Source: an optimization exercise on an open RTL-to-GDS flow (aim: small area, a short achievable clock period and few clock cycles per item). Production flows keep margins and buffers that such runs may drop.
Where RTL was checked, it was by simulation tests only, not by an equivalence proof against the original.
Power is estimated from default activity; no workload was simulated.

// layer_top
module layer_top (
  input  logic  clk,
  input  logic  reset,
  input  logic  s_valid,
  output logic  s_ready,
  input  layer_pkg::data_t data_in,
  output logic  m_valid,
  input  logic  m_ready,
  output layer_pkg::data_t data_out
);
  logic       in_xfer;     
  logic       x_load;      
  logic [3:0] out_j;       
  logic       busy;        
  logic       bc_en;       
  logic       adv;         
  logic       y_valid;     
  logic       out_en;      
  logic       sk_en;       
  logic       sk_sel;      
  layer_sequencer i_sequencer (
    .clk     (clk),
    .reset   (reset),
    .s_valid (s_valid),
    .s_ready (s_ready),
    .m_ready (m_ready),
    .m_valid (m_valid),
    .in_xfer (in_xfer),
    .x_load  (x_load),
    .out_j   (out_j),
    .busy    (busy),
    .bc_en   (bc_en),
    .adv     (adv),
    .out_en  (out_en),
    .sk_en   (sk_en),
    .sk_sel  (sk_sel)
  );
  layer_datapath i_datapath (
    .clk      (clk),
    .in_xfer  (in_xfer),
    .data_in  (data_in),
    .x_load   (x_load),
    .out_j    (out_j),
  ...
Size in the first run: about 2600 cells after synthesis, roughly 610 flip-flops, ~38 I/O pins, about 36000 µm² of cells after synthesis.
clock: 8.0 ns
lec_check: 0
cap_margin: 20
core_margin: 2
core_utilization: 40
place_density: 0.6
slew_margin: 20
standard.sh (not shown) runs the stock make flow with config.mk's settings and CLKGATE_MAP_FILE= SYNTH_SCRIPT=/design/flow/synth_recipe.tcl, a recipe that flattens the netlist after the stock synthesis.
==> flow/flow/run.sh <==
#!/bin/bash
# The standard layout, with one change to synthesis: Yosys's synth runs without its
# quick ABC pass (-noabc), so the adder tree reaches extract_fa as written and maps to
# full and half adder cells without inverters between them. The rest of synthesis
# (including the final ABC mapping) and every later step are the standard ones.
set -euo pipefail
cd "$(dirname "$0")/.."
sed '1s/yosys synth -nofsm -noshare /yosys synth -nofsm -noshare -noabc /' synth_recipe.tcl > noabc_synth.tcl
grep -q -- '-noabc' noabc_synth.tcl
sed "s#SYNTH_SCRIPT=[^ ]*#SYNTH_SCRIPT=$PWD/noabc_synth.tcl#" standard.sh > noabc_standard.sh
grep -q 'noabc_synth.tcl' noabc_standard.sh
bash noabc_standard.sh > flow_make.log 2>&1
test -f out/final.def
==> next run, changes <==
==> flow/run.sh (new file) <==
#!/bin/bash
# synth_recipe.tcl (not shown) runs the flow's synth.tcl, then flattens the netlist and writes it again
# the make line also repeats each setting of config.mk as NAME=value (left out here)
make -C /OpenROAD-flow-scripts/flow DESIGN_CONFIG=/design/flow/config.mk WORK_HOME=/design/flow/orfs CLKGATE_MAP_FILE= SYNTH_SCRIPT=/design/flow/synth_recipe.tcl finish
removed: flow/flow/run.sh
removed: flow/standard.sh
The changed run produced a clean layout; wire length went down by 1.2%; synthesized area rises by 4.0%; sequential power barely changes.
No functional check of the RTL was part of any run of this note.

Another version of the RTL of layer_top (not shown whole).
For scale: about 360 flip-flops, about 38 I/O pins.
clock: 8.0 ns
lec_check: 0
abc_clock_period_in_ps: 3000
cap_margin: 20
core_margin: 2
core_utilization: 40
place_density: 0.6
setup_slack_margin: 4
slew_margin: 20
run.sh (not shown) runs the stock make flow with config.mk's settings and CLKGATE_MAP_FILE= SYNTH_SCRIPT=/design/flow/synth_recipe.tcl, a recipe that flattens the netlist after the stock synthesis.
Stock flow here: none of the scripts above is used.
Testbench counts at the start, summed over its fixed seeds: cycles 3,160, vectors 192.
Edit:
ABC_CLOCK_PERIOD_IN_PS = default   (was 3000)
SETUP_SLACK_MARGIN = default   (was 4)
Result:
- first-iteration DRC count decreases by 9.8%
- clock skew fell by 0.013 ns
- area after synthesis is unchanged
- synthesized cell count stays the same
- final area drops by 7.8%
- global-route usage falls by 1.2 points
- setup slack gets worse by 1.2 ns
- flip-flop and latch count is unchanged
- via count fell by 2.6%
- worst hold slack loses 0.0045 ns

Another version of the RTL of layer_top (not shown whole).
Size: ~38 I/O pins, roughly 0.034 sq mm of cells after synthesis.
Settings: LEC_CHECK=0, CAP_MARGIN=20, CORE_MARGIN=2, CORE_UTILIZATION=40, CTS_CLUSTER_DIAMETER=80, CTS_CLUSTER_SIZE=25, PLACE_DENSITY=0.6, SETUP_SLACK_MARGIN=5, SLEW_MARGIN=20; clock period 8.0 ns.
standard.sh (not shown) runs the stock make flow with config.mk's settings and CLKGATE_MAP_FILE= SYNTH_SCRIPT=/design/flow/synth_recipe.tcl, a recipe that flattens the netlist after the stock synthesis.
==> flow/flow/run.sh <==
#!/bin/bash
# The standard layout with two changes:
# - Yosys's synth runs without its quick ABC pass (-noabc), so the adder tree reaches
#   extract_fa as written and maps to full and half adder cells without inverters
#   between them. The rest of synthesis (including the final ABC mapping) is standard.
# - The port buffers are buf_2 cells instead of the delay cells buffer_ports picks.
# Every other step is the standard one. Each tool's output is in flow_make.log and in
# ORFS's own logs under orfs/logs.
set -euo pipefail
cd "$(dirname "$0")/.."
sed '1s/yosys synth -nofsm -noshare /yosys synth -nofsm -noshare -noabc /' synth_recipe.tcl > noabc_synth.tcl
grep -q -- '-noabc' noabc_synth.tcl
sed "s#SYNTH_SCRIPT=[^ ]*#SYNTH_SCRIPT=$PWD/noabc_synth.tcl 'BUFFER_PORTS_ARGS=-buffer_cell sky130_fd_sc_hd__buf_2'#" standard.sh > noabc_standard.sh
grep -q 'noabc_synth.tcl' noabc_standard.sh
bash noabc_standard.sh > flow_make.log 2>&1
test -f out/final.def
The first run completed with no timing, DRC or antenna violations.
Testbench counts at the start, summed over its fixed seeds: cycles 3,160, vectors 192.
Then changed:
--- a/flow/config.mk
+++ b/flow/config.mk
@@ -11,2 +11,2 @@
-export CTS_CLUSTER_DIAMETER = 80
-export CTS_CLUSTER_SIZE = 25
+export CTS_CLUSTER_DIAMETER = 120
+export CTS_CLUSTER_SIZE = 20
What happened: The new run finished with timing, DRC and antenna clean. Global-route usage stays flat. Cell area drops by 0.75%. Flip-flop and latch count stays the same. Core utilization fell by 0.32 points. Count of clock-buffer cells in the layout rises by 5. First-iteration DRC count came out higher by 3.1%. Power is lower by 4.4%. Register-to-register slack improves by 0.03 ns.
Then changed:
--- a/flow/flow/run.sh
+++ b/flow/flow/run.sh
@@ -6,0 +7,2 @@
+# - Timing repair aims for a setup slack of 5.6 ns (a period of 8 - 5.6 ns); the clock and
+#   its constraints are unchanged.
@@ -13 +15 @@
-sed "s#SYNTH_SCRIPT=[^ ]*#SYNTH_SCRIPT=$PWD/noabc_synth.tcl 'BUFFER_PORTS_ARGS=-buffer_cell sky130_fd_sc_hd__buf_2'#" standard.sh > noabc_standard.sh
+sed "s#SYNTH_SCRIPT=[^ ]*#SYNTH_SCRIPT=$PWD/noabc_synth.tcl 'BUFFER_PORTS_ARGS=-buffer_cell sky130_fd_sc_hd__buf_2' SETUP_SLACK_MARGIN=5.6#" standard.sh > noabc_standard.sh
--- a/flow/config.mk
+++ b/flow/config.mk
@@ -14 +13,0 @@
-export SETUP_SLACK_MARGIN = 5
Outcome: Via count went up by 2.1%. Sequential cell count does not change. Wire length stays flat. Cell area went up by 12%. Core utilization went up by 5.0 points. Clock skew is about the same. Critical path depth went up by 9. Die area stays the same. First-iteration DRC count went down by 23%. Clock-buffer cell count went up by 7.

layer_top, a different RTL version from the one above (not shown whole).
For scale: ~2500 cells after synthesis, ~580 flip-flops, roughly 0.032 mm² of cells after synthesis.
clock: 8.0 ns
lec_check: 0
cap_margin: 20
core_margin: 2
core_utilization: 40
cts_cluster_diameter: 100
cts_cluster_size: 26
place_density: 0.6
slew_margin: 20
==> flow/flow/run.sh <==
#!/bin/bash
# The standard layout with two changes:
# - Yosys's synth runs without its quick ABC pass (-noabc), so the adder tree reaches
#   extract_fa as written and maps to full and half adder cells without inverters
#   between them. The rest of synthesis (including the final ABC mapping) is standard.
# - The port buffers are buf_2 cells instead of the delay cells buffer_ports picks.
# - Timing repair aims for a setup slack of 5.15 ns; the clock and its constraints are unchanged.
# Every other step is the standard one. Each tool's output is in flow_make.log and in
# ORFS's own logs under orfs/logs.
set -euo pipefail
cd "$(dirname "$0")/.."
sed '1s/yosys synth -nofsm -noshare /yosys synth -nofsm -noshare -noabc /' synth_recipe.tcl > noabc_synth.tcl
grep -q -- '-noabc' noabc_synth.tcl
sed "s#SYNTH_SCRIPT=[^ ]*#SYNTH_SCRIPT=$PWD/noabc_synth.tcl 'BUFFER_PORTS_ARGS=-buffer_cell sky130_fd_sc_hd__buf_2' SETUP_SLACK_MARGIN=5.15#" standard.sh > noabc_standard.sh
grep -q 'noabc_synth.tcl' noabc_standard.sh
bash noabc_standard.sh > flow_make.log 2>&1
test -f out/final.def
Testbench counts at the start, summed over its fixed seeds: cycles 3,160, vectors 192.
Next try:
--- a/flow/flow/run.sh
+++ b/flow/flow/run.sh
@@ -6,3 +6,2 @@
 # - The port buffers are buf_2 cells instead of the delay cells buffer_ports picks.
-# - Timing repair aims for a setup slack of 5.15 ns; the clock and its constraints are unchanged.
 # Every other step is the standard one. Each tool's output is in flow_make.log and in
@@ -13,3 +12,3 @@
 grep -q -- '-noabc' noabc_synth.tcl
-sed "s#SYNTH_SCRIPT=[^ ]*#SYNTH_SCRIPT=$PWD/noabc_synth.tcl 'BUFFER_PORTS_ARGS=-buffer_cell sky130_fd_sc_hd__buf_2' SETUP_SLACK_MARGIN=5.15#" standard.sh > noabc_standard.sh
+sed "s#SYNTH_SCRIPT=[^ ]*#SYNTH_SCRIPT=$PWD/noabc_synth.tcl 'BUFFER_PORTS_ARGS=-buffer_cell sky130_fd_sc_hd__buf_2'#" standard.sh > noabc_standard.sh
 grep -q 'noabc_synth.tcl' noabc_standard.sh
CORE_UTILIZATION = 55   (was 40)
CTS_CLUSTER_DIAMETER = 120   (was 100)
CTS_CLUSTER_SIZE = 20   (was 26)
PLACE_DENSITY = 0.7   (was 0.6)
SETUP_SLACK_MARGIN = 5   (was default)
Maximum frequency came out lower by 6.5%.
Area after synthesis stays the same.
Power drops by 4.4%.
Worst setup slack is worse by 0.20 ns.
Via count increases by 0.60%.
Register-to-register slack degrades by 0.20 ns.
Non-clock buffer count decreases by 53.

## 12-18
Another version of the RTL of layer_top (not shown whole).
For scale: roughly 650 flip-flops, roughly 0.037 sq mm of cells after synthesis.
Settings: LEC_CHECK=0, CAP_MARGIN=20, CORE_MARGIN=2, CORE_UTILIZATION=40, PLACE_DENSITY=0.6, SLEW_MARGIN=20; clock period 8.0 ns.
run.sh (not shown) runs the stock make flow with config.mk's settings and CLKGATE_MAP_FILE= SYNTH_SCRIPT=/design/flow/synth_recipe.tcl, a recipe that flattens the netlist after the stock synthesis.
Stock flow here: none of the scripts above is used.
The inputs of 11-02 differ from those of 12-18 as listed below.
==> flow/flow/run.sh (new file) <==
#!/bin/bash
# The standard layout, with one change to synthesis: Yosys's synth runs without its
# quick ABC pass (-noabc), so the adder tree reaches extract_fa as written and maps to
# full and half adder cells without inverters between them. The rest of synthesis
# (including the final ABC mapping) and every later step are the standard ones.
set -euo pipefail
cd "$(dirname "$0")/.."
sed '1s/yosys synth -nofsm -noshare /yosys synth -nofsm -noshare -noabc /' synth_recipe.tcl > noabc_synth.tcl
grep -q -- '-noabc' noabc_synth.tcl
sed "s#SYNTH_SCRIPT=[^ ]*#SYNTH_SCRIPT=$PWD/noabc_synth.tcl#" standard.sh > noabc_standard.sh
grep -q 'noabc_synth.tcl' noabc_standard.sh
bash noabc_standard.sh > flow_make.log 2>&1
test -f out/final.def
==> flow/standard.sh (new file) <==
#!/bin/bash
# synth_recipe.tcl (not shown) runs the flow's synth.tcl, then flattens the netlist and writes it again
# the make line also repeats each setting of config.mk as NAME=value (left out here)
make -C /OpenROAD-flow-scripts/flow DESIGN_CONFIG=/design/flow/config.mk WORK_HOME=/design/flow/orfs CLKGATE_MAP_FILE= SYNTH_SCRIPT=/design/flow/synth_recipe.tcl "${@:-finish}"
removed: flow/run.sh
==> summary.txt <==
- Re worst path required time: 11-02 is 0.07 ns down on 12-18.
- On fraction of power spent switching nets, 11-02 and 12-18 are basically level.
- The proportion of final cell area spent on non-clock buffers on 12-18 is in line with that on 11-02.
- [compare] base=12-18 new=11-02: number of inverters outside the clock class in the layout saw a decrease; number of multi-input combinational cells saw a decrease; routed wire length went down about 13%; sum of internal, switching and leakage power went up; logic depth of the worst setup path including buffers fell by 1.
- Of the two values seen for endpoint of the most critical setup path, i_datapath.i_engine.bc_q[70] was produced by 12-18 and i_datapath.i_engine.bc_q[90] by 11-02.
- i_sequencer.pend[2] as the beginning of the critical path was reported by 12-18, and i_sequencer.pend[1] by 11-02.
- The worst hold slack of 11-02 exceeds that of 12-18 by 0.063 ns.
- Relative to 12-18, the minimum clock period of 11-02 is lower by 0.048 ns.
Function was not checked in any run of this note: the RTL went through the layout flow alone.

## main
Another version of the RTL of layer_top (not shown whole).
Size in the first run: roughly 2600 cells after synthesis, roughly 38 I/O pins, ~34000 um2 of cells after synthesis.
==> flow/config.mk <==
export PLATFORM = sky130hd
export DESIGN_NAME = layer_top
export DESIGN_NICKNAME = layer_top
export VERILOG_FILES = /design/flow/design.v
export SDC_FILE = /design/flow/constraint.sdc
export NUM_CORES = 4
export LEC_CHECK = 0
export CAP_MARGIN = 20
export CORE_MARGIN = 2
export CORE_UTILIZATION = 40
export CTS_CLUSTER_DIAMETER = 120
export CTS_CLUSTER_SIZE = 20
export PLACE_DENSITY = 0.6
export SETUP_SLACK_MARGIN = 5
export SLEW_MARGIN = 20
==> flow/constraint.sdc <==
create_clock -name core_clock -period 8.0 [get_ports {clk}]
set_input_delay 1.6000 -clock core_clock [delete_from_list [all_inputs] [get_ports {clk}]]
set_output_delay 1.6000 -clock core_clock [all_outputs]
set_load 0.01 [all_outputs]
standard.sh (not shown) runs the stock make flow with config.mk's settings and CLKGATE_MAP_FILE= SYNTH_SCRIPT=/design/flow/synth_recipe.tcl, a recipe that flattens the netlist after the stock synthesis.
==> flow/flow/run.sh <==
#!/bin/bash
# The standard layout with two changes:
# - Yosys's synth runs without its quick ABC pass (-noabc), so the adder tree reaches
#   extract_fa as written and maps to full and half adder cells without inverters
#   between them. The rest of synthesis (including the final ABC mapping) is standard.
# - The port buffers are buf_2 cells instead of the delay cells buffer_ports picks.
# Every other step is the standard one. Each tool's output is in flow_make.log and in
# ORFS's own logs under orfs/logs.
set -euo pipefail
cd "$(dirname "$0")/.."
sed '1s/yosys synth -nofsm -noshare /yosys synth -nofsm -noshare -noabc /' synth_recipe.tcl > noabc_synth.tcl
grep -q -- '-noabc' noabc_synth.tcl
sed "s#SYNTH_SCRIPT=[^ ]*#SYNTH_SCRIPT=$PWD/noabc_synth.tcl 'BUFFER_PORTS_ARGS=-buffer_cell sky130_fd_sc_hd__buf_2'#" standard.sh > noabc_standard.sh
grep -q 'noabc_synth.tcl' noabc_standard.sh
bash noabc_standard.sh > flow_make.log 2>&1
test -f out/final.def
main reached the final stage; the timing, DRC and antenna checks on its layout passed.
[inputs] the feature branch vs main
--- a/flow/config.mk
+++ b/flow/config.mk
@@ -12,4 +12,4 @@
 export CTS_CLUSTER_SIZE = 20
 export PLACE_DENSITY = 0.6
-export SETUP_SLACK_MARGIN = 5
+export SETUP_SLACK_MARGIN = 4.7
 export SLEW_MARGIN = 20
- Of the feature branch and main, the run reporting the higher largest stage delay on the critical path was main.
- The synthesized-area fraction occupied by and/or/nand/nor cells was comparable across the feature branch and main.
- From main to the feature branch the numbers moved as follows: highest clock frequency the design can meet moved down; relative area of non-clock buffer cells in the final design moved down; footprint of the flip-flops and latches moved down; fraction of the core area covered by cells at the end of the flow moved down.
- Of the feature branch and main, the run reporting the higher reported leakage power was main.
- Relative to main, post-route fraction of the period consumed by the critical path has gone up in the feature branch.
- Relative to main, the overall power consumption of the feature branch is lower by 0.00019 W.
- The feature branch vs main on power density of the placed cells: the feature branch is the lower one.
- When the feature branch is set beside main, its part of the total power dissipated in the clock network turns out to be 0.9 points larger.
Function was not checked in any run of this note: the RTL went through the layout flow alone.

RTL: one of the versions met above, not the one the previous note started from.
For scale: about 2500 cells after synthesis, about 580 flip-flops, about 38 I/O pins, about 32000 sq um of cells after synthesis.
export LEC_CHECK = 0
export CAP_MARGIN = 20
export CORE_MARGIN = 2
export CORE_UTILIZATION = 40
export CTS_CLUSTER_DIAMETER = 120
export CTS_CLUSTER_SIZE = 20
export PLACE_DENSITY = 0.6
export SLEW_MARGIN = 20
create_clock -name core_clock -period 8.0 [get_ports {clk}]
==> flow/flow/run.sh <==
#!/bin/bash
# The standard layout with two changes:
# - Yosys's synth runs without its quick ABC pass (-noabc), so the adder tree reaches
#   extract_fa as written and maps to full and half adder cells without inverters
#   between them. The rest of synthesis (including the final ABC mapping) is standard.
# - The port buffers are buf_2 cells instead of the delay cells buffer_ports picks.
# - Timing repair aims for a setup slack of 5.15 ns; the clock and its constraints are unchanged.
# Every other step is the standard one. Each tool's output is in flow_make.log and in
# ORFS's own logs under orfs/logs.
set -euo pipefail
cd "$(dirname "$0")/.."
sed '1s/yosys synth -nofsm -noshare /yosys synth -nofsm -noshare -noabc /' synth_recipe.tcl > noabc_synth.tcl
grep -q -- '-noabc' noabc_synth.tcl
sed "s#SYNTH_SCRIPT=[^ ]*#SYNTH_SCRIPT=$PWD/noabc_synth.tcl 'BUFFER_PORTS_ARGS=-buffer_cell sky130_fd_sc_hd__buf_2' SETUP_SLACK_MARGIN=5.15#" standard.sh > noabc_standard.sh
grep -q 'noabc_synth.tcl' noabc_standard.sh
bash noabc_standard.sh > flow_make.log 2>&1
test -f out/final.def
The starting point finished with timing, DRC and antenna clean.
Testbench counts at the start, summed over its fixed seeds: cycles 3,160, vectors 192.
==> next run, changes <==
--- a/flow/flow/run.sh
+++ b/flow/flow/run.sh
@@ -7 +6,0 @@
-# - Timing repair aims for a setup slack of 5.15 ns; the clock and its constraints are unchanged.
@@ -14 +13 @@
-sed "s#SYNTH_SCRIPT=[^ ]*#SYNTH_SCRIPT=$PWD/noabc_synth.tcl 'BUFFER_PORTS_ARGS=-buffer_cell sky130_fd_sc_hd__buf_2' SETUP_SLACK_MARGIN=5.15#" standard.sh > noabc_standard.sh
+sed "s#SYNTH_SCRIPT=[^ ]*#SYNTH_SCRIPT=$PWD/noabc_synth.tcl 'BUFFER_PORTS_ARGS=-buffer_cell sky130_fd_sc_hd__buf_2'#" standard.sh > noabc_standard.sh
- ABC_AREA: unset -> 1
- SETUP_SLACK_MARGIN: unset -> 5
=> The new run finished with timing, DRC and antenna clean; clock-buffer cell count grows by 6; register-to-register slack loses 140 ps; maximum frequency shrinks by 4.8%; worst setup slack got worse by 140 ps; via count went up by 8.2%; core utilization went down by 1.1 points; global-route usage decreases by 0.77 points.
==> next run, changes <==
--- a/flow/flow/run.sh
+++ b/flow/flow/run.sh
@@ -6,0 +7 @@
+# - Timing repair aims for a setup slack of 5.15 ns; the clock and its constraints are unchanged.
@@ -13 +14 @@
-sed "s#SYNTH_SCRIPT=[^ ]*#SYNTH_SCRIPT=$PWD/noabc_synth.tcl 'BUFFER_PORTS_ARGS=-buffer_cell sky130_fd_sc_hd__buf_2'#" standard.sh > noabc_standard.sh
+sed "s#SYNTH_SCRIPT=[^ ]*#SYNTH_SCRIPT=$PWD/noabc_synth.tcl 'BUFFER_PORTS_ARGS=-buffer_cell sky130_fd_sc_hd__buf_2' SETUP_SLACK_MARGIN=5.15#" standard.sh > noabc_standard.sh
- ABC_AREA: 1 -> unset
- CTS_BUF_LIST: unset -> sky130_fd_sc_hd__clkbuf_8 sky130_fd_sc_hd__clkbuf_16
- SETUP_SLACK_MARGIN: 5 -> unset
Effect:
- worst setup slack is better by 130 ps
- critical path depth climbs by 5
- total power came out lower by 12%
- via count decreases by 7.7%
- cell area decreases by 0.62%
- non-clock buffer count went up by 49
- cell count came out lower by 12%
- clock power hardly moves
==> next run, changes <==
--- a/flow/flow/run.sh
+++ b/flow/flow/run.sh
@@ -7 +6,0 @@
-# - Timing repair aims for a setup slack of 5.15 ns; the clock and its constraints are unchanged.
@@ -14 +13 @@
-sed "s#SYNTH_SCRIPT=[^ ]*#SYNTH_SCRIPT=$PWD/noabc_synth.tcl 'BUFFER_PORTS_ARGS=-buffer_cell sky130_fd_sc_hd__buf_2' SETUP_SLACK_MARGIN=5.15#" standard.sh > noabc_standard.sh
+sed "s#SYNTH_SCRIPT=[^ ]*#SYNTH_SCRIPT=$PWD/noabc_synth.tcl 'BUFFER_PORTS_ARGS=-buffer_cell sky130_fd_sc_hd__buf_2'#" standard.sh > noabc_standard.sh
- CTS_BUF_LIST: sky130_fd_sc_hd__clkbuf_8 sky130_fd_sc_hd__clkbuf_16 -> unset
- PLACE_DENSITY: 0.6 -> 0.75
- SETUP_SLACK_MARGIN: unset -> 5
Setup slack loses 110 ps.
Wire length fell by a little under a tenth.
Non-clock buffer count fell by 64.
Fmax fell by a few percent.
Global-route usage fell by 2.3 points.
Via count rose slightly.
==> next run, changes <==
--- a/flow/flow/run.sh
+++ b/flow/flow/run.sh
@@ -2 +2 @@
-# The standard layout with two changes:
+# The standard layout with three changes:
@@ -6,0 +7 @@
+# - Timing repair aims for a setup slack of 5.15 ns; the clock and its constraints are unchanged.
@@ -13 +14 @@
-sed "s#SYNTH_SCRIPT=[^ ]*#SYNTH_SCRIPT=$PWD/noabc_synth.tcl 'BUFFER_PORTS_ARGS=-buffer_cell sky130_fd_sc_hd__buf_2'#" standard.sh > noabc_standard.sh
+sed "s#SYNTH_SCRIPT=[^ ]*#SYNTH_SCRIPT=$PWD/noabc_synth.tcl 'BUFFER_PORTS_ARGS=-buffer_cell sky130_fd_sc_hd__buf_2' SETUP_SLACK_MARGIN=5.15#" standard.sh > noabc_standard.sh
- PLACE_DENSITY: 0.75 -> 0.6
- SETUP_SLACK_MARGIN: 5 -> unset
Result: Synthesized area is unchanged. Via count is about the same. Clock power barely changes. Power grows by 3.2%. Design area grows by 3.4%.
==> next run, changes <==
--- a/flow/flow/run.sh
+++ b/flow/flow/run.sh
@@ -2 +2 @@
-# The standard layout with three changes:
+# The standard layout with two changes:
@@ -7 +6,0 @@
-# - Timing repair aims for a setup slack of 5.15 ns; the clock and its constraints are unchanged.
@@ -14 +13 @@
-sed "s#SYNTH_SCRIPT=[^ ]*#SYNTH_SCRIPT=$PWD/noabc_synth.tcl 'BUFFER_PORTS_ARGS=-buffer_cell sky130_fd_sc_hd__buf_2' SETUP_SLACK_MARGIN=5.15#" standard.sh > noabc_standard.sh
+sed "s#SYNTH_SCRIPT=[^ ]*#SYNTH_SCRIPT=$PWD/noabc_synth.tcl 'BUFFER_PORTS_ARGS=-buffer_cell sky130_fd_sc_hd__buf_2'#" standard.sh > noabc_standard.sh
- SETUP_SLACK_MARGIN: unset -> 5
Combinational power goes down by 28%.
Worst setup slack degrades by 140 ps.
Sequential share of layout area goes up by 1.1 points.
Maximum frequency goes down by 4.5%.
Power goes down by 3.7%.

==> static timing again, ports no longer ideal <==
No port has a modelled driver above. Below, the same layouts with a new extraction and two added sets of constraints. Step 1 assumes that a clkbuf_16 drives the clock port and a buf_2 every other input. Step 2 adds t to the input delays and takes it off the output delays; t is the mean of the earliest and latest rising clock arrival at the registers after step 1. Input paths then give back, and output paths get back, about the clock's delay inside the block. Slacks: ideal ports / drivers / drivers and shift; pairs: ideal ports / drivers.
run | t, ns | setup slack, ns | worst hold slack (ns) | slew at the worst register clock pin (ns) | cell pins on the clock port's net
the first run of note 1 | 0.682 | 4.433 / 4.446 / 3.797 | 0.411 / 0.411 / 0.411 | 0.07 / 0.07 | 1
the second run of note 1 | 0.673 | 4.208 / 4.208 / 3.943 | 0.418 / 0.418 / 0.418 | 0.06 / 0.06 | 1
the first run of note 2 | 0.657 | 2.252 / 2.252 / 2.252 | 0.417 / 0.417 / 0.417 | 0.07 / 0.07 | 1
the second run of note 2 | 0.654 | 1.062 / 1.062 / 1.062 | 0.413 / 0.413 / 0.413 | 0.07 / 0.07 | 1
the first run of note 3 | 0.664 | 5.009 / 4.939 / 4.500 | 0.322 / 0.322 / 0.322 | 0.10 / 0.10 | 1
the second run of note 3 | 0.666 | 5.009 / 4.940 / 4.501 | 0.337 / 0.337 / 0.337 | 0.09 / 0.09 | 1
the third run of note 3 | 0.668 | 5.070 / 5.070 / 4.998 | 0.331 / 0.331 / 0.331 | 0.10 / 0.10 | 1
the first run of note 4 | 0.654 | 5.136 / 5.136 / 4.781 | 0.360 / 0.360 / 0.360 | 0.11 / 0.11 | 1
the second run of note 4 | 0.653 | 4.937 / 4.937 / 4.541 | 0.332 / 0.332 / 0.332 | 0.11 / 0.11 | 1
12-18 | 0.688 | 4.117 / 4.117 / 3.869 | 0.349 / 0.349 / 0.349 | 0.07 / 0.07 | 1
11-02 | 0.678 | 4.164 / 4.164 / 3.869 | 0.412 / 0.412 / 0.412 | 0.06 / 0.06 | 1
main | 0.662 | 4.945 / 4.945 / 4.627 | 0.333 / 0.333 / 0.333 | 0.10 / 0.10 | 1
the feature branch | 0.661 | 4.773 / 4.773 / 4.358 | 0.333 / 0.333 / 0.333 | 0.09 / 0.09 | 1
the first run of note 7 | 0.651 | 5.153 / 5.153 / 4.783 | 0.350 / 0.350 / 0.350 | 0.10 / 0.10 | 1
the second run of note 7 | 0.639 | 5.011 / 5.011 / 4.713 | 0.333 / 0.333 / 0.333 | 0.09 / 0.09 | 1
the third run of note 7 | 0.651 | 5.136 / 5.136 / 4.784 | 0.352 / 0.352 / 0.352 | 0.09 / 0.09 | 1
the fourth run of note 7 | 0.654 | 5.025 / 5.025 / 4.585 | 0.349 / 0.349 / 0.349 | 0.11 / 0.11 | 1
the fifth run of note 7 | 0.651 | 5.153 / 5.153 / 4.783 | 0.350 / 0.350 / 0.350 | 0.10 / 0.10 | 1
the sixth run of note 7 | 0.652 | 5.017 / 5.017 / 4.629 | 0.330 / 0.330 / 0.330 | 0.10 / 0.10 | 1
After both steps every run listed still meets setup and hold. For the first run of note 1, which loses most, drivers alone change the setup slack by +0.013 ns; drivers and shift together by -0.636 ns.
